From an optimization exercise on the open Yosys and OpenROAD flow, aimed at small area, a short achievable clock period and few clock cycles per item; shortcuts taken in it are not production practice. No functional check of the RTL was part of any run shown here.

## flow/design.v (module list and top-level ports; edited modules follow where they fit)
// module dot9: 3637 lines
// module cnn_top: 312 lines
module cnn_top
#(
    parameter int RELU_SHIFT = 4
)
(
    input  logic            clk,
    input  logic            resetn,
    input  logic            weight_tvalid,
    output logic            weight_tready,
    input  cnn_pkg::pixel_t weight_tdata,
    input  logic            image_tvalid,
    output logic            image_tready,
    input  cnn_pkg::pixel_t image_tdata,
    output logic            result_tvalid,
    input  logic            result_tready,
    output cnn_pkg::acc_t   result_tdata,
    output logic            result_tlast
);
  // ...
==> flow/run.sh <==
#!/bin/bash
# synth_recipe.tcl (not shown) runs the flow's synth.tcl, then flattens the netlist and writes it again
# the make line also repeats each setting of config.mk as NAME=value (left out here)
make -C /OpenROAD-flow-scripts/flow DESIGN_CONFIG=/design/flow/config.mk WORK_HOME=/design/flow/orfs CLKGATE_MAP_FILE= SYNTH_SCRIPT=/design/flow/synth_recipe.tcl finish
==> flow/config.mk <==
export PLATFORM = sky130hd
export DESIGN_NAME = cnn_top
export DESIGN_NICKNAME = cnn_top
export VERILOG_FILES = /design/flow/design.v
export SDC_FILE = /design/flow/constraint.sdc
export NUM_CORES = 4
export LEC_CHECK = 0
export ABC_CLOCK_PERIOD_IN_PS = 4400
export CAP_MARGIN = 20
export CORE_MARGIN = 2
export CORE_UTILIZATION = 55
export SETUP_SLACK_MARGIN = 5
export SLEW_MARGIN = 20
==> flow/constraint.sdc <==
create_clock -name core_clock -period 11.0 [get_ports {clk}]
set_input_delay 2.2000 -clock core_clock [delete_from_list [all_inputs] [get_ports {clk}]]
set_output_delay 2.2000 -clock core_clock [all_outputs]
set_load 0.01 [all_outputs]
==> flow_summary.toml, run 1 <==
[run_status]
result_of_the_run = "no timing/DRC/antenna violations"

[global_route]
grt_util_met3 = 0.0881
overflow = 0

[logic_synthesis]
avgSynthCellArea_um2 = 12.2
postSynthNetCount = 6328
synth_top_area_frac = 0.345
post_synth_num_cell_types = 75
synth_simple_gate_area_share = 0.120
synth_async_sr_flop_share = 0.0337

[clock_tree]
cts_post_setup_buffers_inserted = 0
clock_sink_count = 1010
path_clk_slew_ns = 0.06

[final_layout]
largest_reg_flops = 320
flow.area_growth_from_synthesis_pct = 8.31
leading_cell_type_in_the_layout_fill_and_taps_excluded = "nand2_1"
multi_input_area_share = 0.471
largest-register = "ln"
final-nonclk-buf-share = 0.0116

[detailed_routing]
highest_layer = "met4"

[setup_path]
cpLargestDelayFamily = "flip-flops"
timing.critical_path.buf_inv = 1
path_cells = "clkdlybuf4s50_1"

[sta]
setup_total_negative_slack_ns = 0

[place]
postPlaceCellArea_mm2 = 0.0644

[min_path]
hold-path-cell-count = 0
==> inputs of run 2 (changes only) <==
--- a/flow/config.mk
+++ b/flow/config.mk
@@ -9,5 +9,7 @@
 export CAP_MARGIN = 20
 export CORE_MARGIN = 2
 export CORE_UTILIZATION = 55
+export CTS_CLUSTER_DIAMETER = 100
+export CTS_CLUSTER_SIZE = 30
 export SETUP_SLACK_MARGIN = 5
 export SLEW_MARGIN = 20
==> run 2 against run 1 <==
Effect of this change: non-clock buffer count unchanged; cell area shrank 2.9%; flip-flop and latch count unchanged; synthesized cell count did not move.
==> flow_summary.toml, run 2 <==
[clock_tree]
cts_tree = "built"
path_clk_slew_ns = 0.11
ctsHoldBuffers = 0
clkLatencyLatePin_ns = 0.72
clock_tree.buffer_depth = 3
post_cts.resized_instances = 0
cts.htree.levels = 2
clock_sink_count = 1010
cts_post_setup_buffers_inserted = 0
cts_buffers = 46
clock_tree.root_cell = "clkbuf_16"

[detailed_routing]
num_vias = 36600
drt-total-wl_um = 173000
vias_per_cell = 5.59
number_of_remaining_drc_errors = 0
drtAntennaViolNets = 0
route.met2.wl_um = 75100
highest_layer = "met4"
drt_iter0_markers = 4241
met1Wirelength_um = 73200
wl_met3_um = 20500
detail_route.wl_per_cell_um = 26.5
detail_route.first_pass.iterations = 5

[sta]
fin_crit_sh = 0.361
finalClockSkew_ns = 0.0559
report.final.slew_viol_count = 0
finalWorstPathRequiredPeriod_ns = 3.97
setup_total_negative_slack_ns = 0
finalSetupViolCount = 0
tightest_slew_ns = 1.18
fin_hold_viols = 0
max-slew-margin-rel = 0.211
maxClockFrequency_mhz = 252
rsz0062_at_grt = "false"

[logic_synthesis]
avgSynthCellArea_um2 = 12.2
synth_async_sr_flop_share = 0.0337
synth-seq-cells = 1010
mappedNetlistArea_mm2 = 0.0628
number_of_flops_mapped_to_enable_cells_by_yosys = 652
postSynthNetCount = 6328
post-synth-top-count-cell = "nand2_1"
synth_top_area_frac = 0.345
post-synth-top-area-cell = "fa_1"
top_cell_types_by_occurrence_after_synthesis = "1324 x nand2_1, 1081 x fa_1, 753 x inv_1"
synth_seq_area_share = 0.429
cells_after_synthesis = 5148
post_synth_num_cell_types = 75
ys_warn_count = 6
post_synth_main_area_contributors = "fa_1 34%, edfxtp_1 31%, dfxtp_1 10%"
ys_dominant_reg_cell = "edfxtp_1"

[setup_path]
critical_path.slowest_cell = "dfstp_2"
cp_max_fo = 2
cpLargestDelayFamily = "flip-flops"
crit_path_dat_ns = 1.77
start_kind = "flop"
critical_path_data_required_time_ns = 8.80
worst_path_class_setup = "reg2out"
slowest_delay_ns = 0.55
path_cells = "clkdlybuf4s50_1"
endpoint_kind = "primary output"
timing.critical_path.buf_inv = 1

[final_layout]
antenna-diode-count = 0
final_nets = 6191
layout_cell_share_with_drive_strength_beyond_1 = 0.0307
largest_reg_flops = 320
layout.core_utilization = 0.585
reg_top3 = "ln (320), sr (120)"
layout_common_cells = "1324 x nand2_1, 1081 x fa_1, 753 x inv_1, 652 x edfxtp_1, 324 x dfxtp_1"
leading_cell_type_in_the_layout_fill_and_taps_excluded = "nand2_1"
largest-register = "ln"
flow.area_growth_from_synthesis_pct = 5.18
layout.cells.non_filler = 6549

[floorplanning]
fp.dieW_um = 342
std_cell_rows = 123
fp.coreArea_mm2 = 0.113
num_io_pins = 57
die_h_um = 342
initial_utilization = 0.556
dieArea_mm2 = 0.117

[global_route]
number_of_global_route_vias_before_repair = 38400
grt_antenna_before_repair = 5
pin_count_of_the_biggest_net_entering_global_routing = 79
grt_first_pass_wirelength_um = 258000
overflow = 0
grtUsageTotal = 0.310

[place]
post-dp-hpwl_um = 139000
gpl.final_weighted_congestion = 0.948
io_buffer_count = 56
place.detailed.instances = 6462

[run]
max-cap-violations = 0

[min_path]
hold_class = "reg2reg"

[run_status]
result_of_the_run = "no timing/DRC/antenna violations"
-- run 2: cell counts after synthesis --
Identical to the previous run, type by type.
-- run 2: layout make-up --
class	instances	area [um2]
Clock buffer	68	1240
Clock inverter	18	343
Fill cell	9225	46800
Inverter	753	2830
Multi-Input combinational cell	3115	32000
Sequential cell	1010	26900
Tap cell	1500	1880
Timing Repair Buffer	85	793
-- run 2: metal layers --
metal	up-vias	track usage
met5	-	0
met4	0	0.0723
met3	272	0.0809
met2	1978	0.450
met1	19100	0.471
li1	15300	-
-- run 2: kinds of logic (layout without fill, tap and decap cells) --
logic type / after synthesis / count (layout) / share of synthesized area
buf+inv: 1023 / 924 / 0.0623
simple gates: 1748 / 1748 / 0.120
xor+xnor: 34 / 34 / 0.00474
mux: 34 / 34 / 0.00827
flops: 1010 / 1010 / 0.429
fa+ha+maj: 1159 / 1159 / 0.360
compound gates: 140 / 140 / 0.0150
-- run 2: stage by stage --
stage / hold slack [ns] / instance area [um2] / worst slack (ns)
detailed placement: 0.312 / 64400 / 6.50
floorplan: 0.310 / 62800 / 6.68
CTS: 0.337 / 66000 / 6.98
global route: 0.338 / 66000 / 6.95
finish: 0.336 / 66000 / 7.03
global placement: 0.310 / 64400 / 6.53
-- run 2: path summary, 6_finish.rpt --
| path | startpoint | endpoint | slack, ns | cells past startpoint |
|---|---|---|---|---|
| worst max-delay path | wrdy$_DFFE_PN1P_ | weight_tready | 7.03 | 1 |
| worst min-delay path | p1_cls[0]$_DFF_P_ | p2_cls[0]$_DFF_P_ | 0.34 | 0 |
| worst max register to register | sr[6][2]$_DFFE_PP_ | u_dot1.r1598$_DFF_P_ | 7.12 | 7 |
| worst min register to register | p1_cls[0]$_DFF_P_ | p2_cls[0]$_DFF_P_ | 0.34 | 0 |
| max in group asynchronous | resetn | pv_r$_DFF_PN0_ | 8.87 | 1 |
| min in group asynchronous | resetn | wcnt[0]$_DFFE_PN0P_ | 1.56 | 1 |

-- separate check: timing with driven ports --
Ports are ideal in the flow. The routed layouts listed here were re-timed in OpenROAD.
Step 1, drivers: a clkbuf_16 drives clk and a buf_2 each remaining input, both assumed.
Step 2, shift: input delay + t, output delay - t, t = (earliest + latest rising clock arrival at the registers) / 2. This alone moves slack from input paths to output paths.
Three values: ideal ports, drivers, drivers and shift; two values: the first two.
run | shift t [ns] | setup WS [ns] | latest minus earliest clock arrival (ns) | slew at the worst register clock pin (ns)
run 1 | 0.776 | 7.009 / 6.936 / 6.525 | 0.066 / 0.066 | 0.07 / 0.07
run 2 | 0.766 | 7.033 / 6.956 / 6.510 | 0.073 / 0.073 | 0.12 / 0.12
After both steps setup and hold are still met in every run listed. For run 2, which loses most, drivers alone change the setup slack by -0.077 ns; drivers and shift together by -0.523 ns.
